Context: an optimization exercise on an open-source flow, tuned for small area. The choices shown serve that exercise and are no tape-out recipe.
In this exercise RTL edits were held to simulation tests only and were not proved equivalent to the original.

Design fir_sym_filter, start of the top module:
module fir_sym_filter (
    input  logic               clk,
    input  logic               rst,
    input  logic               in_valid,
    input  logic               in_last,
    input  logic signed [15:0] in_sample,
    output logic               out_valid,
    output logic               out_last,
    output logic signed [31:0] out_sample
);
    logic               step;
    logic               flushing;
    logic               warm8;
    logic signed [15:0] head;
    logic [255:0]       line;
    logic [15:0]      y_lo, y_lo_q;       
    logic [12:0]      y_h0, y_h1;         
    logic [12:0]      y_h0_q, y_h1_q;
    logic               y_c, y_c_q;         
    logic [28:0]        y_sum;
    fir_flush_ctrl u_ctrl (
        .clk       (clk),
        .rst       (rst),
        .in_valid  (in_valid),
        .in_last   (in_last),
        .step      (step),
        .flushing  (flushing),
        .warm8     (warm8),
        .out_valid (out_valid),
        .out_last  (out_last)
    );
    assign head = (in_valid && !flushing) ? in_sample : '0;
    fir_fold_line #(.LINE_LEN(16)) u_line (
        .clk   (clk),
        .step  (step),
        .warm8 (warm8),
        .head  (head),
        .line  (line)
    );
    fir_tap_chain u_sum (
        .x0 (line[7*16  +: 16]),
        .x2 (line[9*16  +: 16]),
        .x3 (line[10*16 +: 16]),
        .x4 (line[11*16 +: 16]),
        .x5 (line[12*16 +: 16]),
        .x6 (line[13*16 +: 16]),
        .x8 (line[15*16 +: 16]),
        .y_lo (y_lo),
        .y_h0 (y_h0),
        .y_h1 (y_h1),
        .y_c  (y_c)
    );
    always_ff @(posedge clk) begin
  ...
For scale: roughly 970 cells after synthesis, about 310 flip-flops, roughly 54 I/O pins.
clock: 6.5 ns
lec_check: 0
cap_margin: 20
core_margin: 2
core_utilization: 60
cts_buf_list: sky130_fd_sc_hd__clkbuf_4 sky130_fd_sc_hd__clkbuf_8
cts_cluster_diameter: 60
cts_cluster_size: 20
place_density: 0.75
slew_margin: 20
synth_hierarchical: 1
synth_minimum_keep_size: 0
standard.sh (not shown) runs the stock make flow with config.mk's settings and CLKGATE_MAP_FILE= SYNTH_SCRIPT=/design/flow/synth_recipe.tcl, a recipe that flattens the netlist after the stock synthesis.
==> flow/flow/run.sh <==
#!/bin/bash
# The standard layout (standard.sh), with two changes made through
# ORFS's own variables:
#  - the port buffers are the smallest buffer, sky130_fd_sc_hd__buf_1
#    (every input and output port still gets one);
#  - clock tree synthesis inserts no dummy loads, and uses clkbuf_4/clkbuf_8
#    with clusters of up to 20 sinks within 60 um.
# Each tool's full output stays in ORFS's log folder; standard.sh's own
# output goes to standard.log.
export BUFFER_PORTS_ARGS="-buffer_cell sky130_fd_sc_hd__buf_1"
export CTS_ARGS="-sink_clustering_enable -repair_clock_nets -dont_use_dummy_load -buf_list {sky130_fd_sc_hd__clkbuf_4 sky130_fd_sc_hd__clkbuf_8} -sink_clustering_size 20 -sink_clustering_max_diameter 60"
bash standard.sh > standard.log 2>&1
status=$?
cp standard.sh standard_sh_copy.log 2>/dev/null
exit $status
==> next run, changes <==
- CORE_UTILIZATION: 60 -> 40
- PLACE_DENSITY: 0.75 -> default
After rerunning: The changed run passed the timing, DRC and antenna checks; hold slack gets worse by 21 ps; final area rises slightly; maximum frequency rises slightly.

* * *

lane 1:
fir_sym_filter, a different RTL version from the one above (not shown whole).
Size in the first run: ~960 cells after synthesis, roughly 54 I/O pins, about 17000 um^2 of cells after synthesis.
export LEC_CHECK = 0
export CAP_MARGIN = 20
export CORE_MARGIN = 2
export CORE_UTILIZATION = 70
export CTS_BUF_LIST = sky130_fd_sc_hd__clkbuf_4 sky130_fd_sc_hd__clkbuf_8
export CTS_CLUSTER_DIAMETER = 60
export CTS_CLUSTER_SIZE = 20
export PLACE_DENSITY = 0.85
export SLEW_MARGIN = 20
export SYNTH_HIERARCHICAL = 1
export SYNTH_MINIMUM_KEEP_SIZE = 0
create_clock -name core_clock -period 6.5 [get_ports {clk}]
Scripts as last shown in full above: flow/flow/run.sh
## Diff of input files: lane 2 against lane 1
Settings: CORE_UTILIZATION: 70 -> 60; PLACE_DENSITY: 0.85 -> 0.75.
==> flow/flow/run.sh <==
#!/bin/bash
# The standard layout (standard.sh), with two changes made through
# ORFS's own variables:
#  - the port buffers are the smallest buffer, sky130_fd_sc_hd__buf_1
#    (every input and output port still gets one);
#  - clock tree synthesis inserts no dummy loads, and uses clkbuf_2/clkbuf_4
#    with clusters of up to 12 sinks within 40 um.
# Each tool's full output stays in ORFS's log folder; standard.sh's own
# output goes to standard.log.
export BUFFER_PORTS_ARGS="-buffer_cell sky130_fd_sc_hd__buf_1"
export CTS_ARGS="-sink_clustering_enable -repair_clock_nets -dont_use_dummy_load -buf_list {sky130_fd_sc_hd__clkbuf_2 sky130_fd_sc_hd__clkbuf_4} -sink_clustering_size 12 -sink_clustering_max_diameter 40"
bash standard.sh > standard.log 2>&1
status=$?
cp standard.sh standard_sh_copy.log 2>/dev/null
exit $status
==> results.txt <==
- | final hold slack | lane 2 vs lane 1 | ≈ equal |
- Lane 2 leaves less setup margin than lane 1.
- Lane 2 | stages: all done | timing, DRC, antenna: all pass
- As far as routed wire length is concerned, lane 2 and lane 1 perform about the same.
- Diff lane 1..lane 2 | number of storage elements in the synthesis netlist | unchanged
--- input diff lane 2..lane 3 ---
==> flow/flow/run.sh <==
#!/bin/bash
# The standard layout (standard.sh), with two changes made through
# ORFS's own variables:
#  - the port buffers are the smallest buffer, sky130_fd_sc_hd__buf_1
#    (every input and output port still gets one);
#  - clock tree synthesis inserts no dummy loads, and uses clkbuf_4/clkbuf_8
#    with clusters of up to 20 sinks within 60 um.
# Each tool's full output stays in ORFS's log folder; standard.sh's own
# output goes to standard.log.
export BUFFER_PORTS_ARGS="-buffer_cell sky130_fd_sc_hd__buf_1"
export CTS_ARGS="-sink_clustering_enable -repair_clock_nets -dont_use_dummy_load -buf_list {sky130_fd_sc_hd__clkbuf_4 sky130_fd_sc_hd__clkbuf_8} -sink_clustering_size 20 -sink_clustering_max_diameter 60"
bash standard.sh > standard.log 2>&1
status=$?
cp standard.sh standard_sh_copy.log 2>/dev/null
exit $status
Notes after the runs:
- Measured against each other, lane 3 and lane 2 differ in via total after detailed routing, the higher figure coming from lane 2.
- Lane 3 vs lane 2: via count of the first global-routing pass down
- Of lane 3 and lane 2, the run reporting the lower met1 layer wirelength in the final routing was lane 3.
- Delta(number of CTS-inserted buffers, lane 3 - lane 2) < 0
- On post-route standard cell area excluding fillers, lane 2 tracks lane 3 almost exactly.
- Compared with lane 2, in lane 3 share of cells above drive strength 1 went down, final cell count without fillers decreased 1.1%.
- In lane 3 relative to lane 2, aggregate routed wire length had gone down slightly.

[afterwards: timing with drivers on the ports]
How much do the figures lean on ideal ports? The routed layouts below were timed once more, with nothing changed but the port constraints.
Step 1 sets driving cells, clkbuf_16 on the clock port and buf_2 on the other inputs (assumed; they add their load-dependent delay and slew).
Step 2, shift: input delay + t, output delay - t, t = (earliest + latest rising clock arrival at the registers) / 2. This alone moves slack from input paths to output paths.
Three values: ideal ports, drivers, drivers and shift; two values: the first two.
| run | shift t [ns] | setup slack, ns | hold slack, ns | slew at the worst register clock pin (ns) | worst data-port slew with drivers (ns) |
|---|---|---|---|---|---|
| the first run of note 1 | 0.615 | 0.334 / 0.334 / 0.334 | 0.381 / 0.381 / 0.381 | 0.12 / 0.12 | 0.03 |
| the second run of note 1 | 0.658 | 0.439 / 0.439 / 0.439 | 0.360 / 0.360 / 0.360 | 0.12 / 0.12 | 0.03 |
| lane 1 | 0.576 | 0.301 / 0.301 / 0.301 | 0.370 / 0.370 / 0.370 | 0.12 / 0.12 | 0.03 |
| lane 2 | 0.655 | 0.239 / 0.239 / 0.239 | 0.369 / 0.369 / 0.369 | 0.12 / 0.12 | 0.03 |
| lane 3 | 0.575 | 0.272 / 0.272 / 0.272 | 0.386 / 0.386 / 0.386 | 0.11 / 0.11 | 0.03 |
After both steps setup and hold are still met in every run listed.
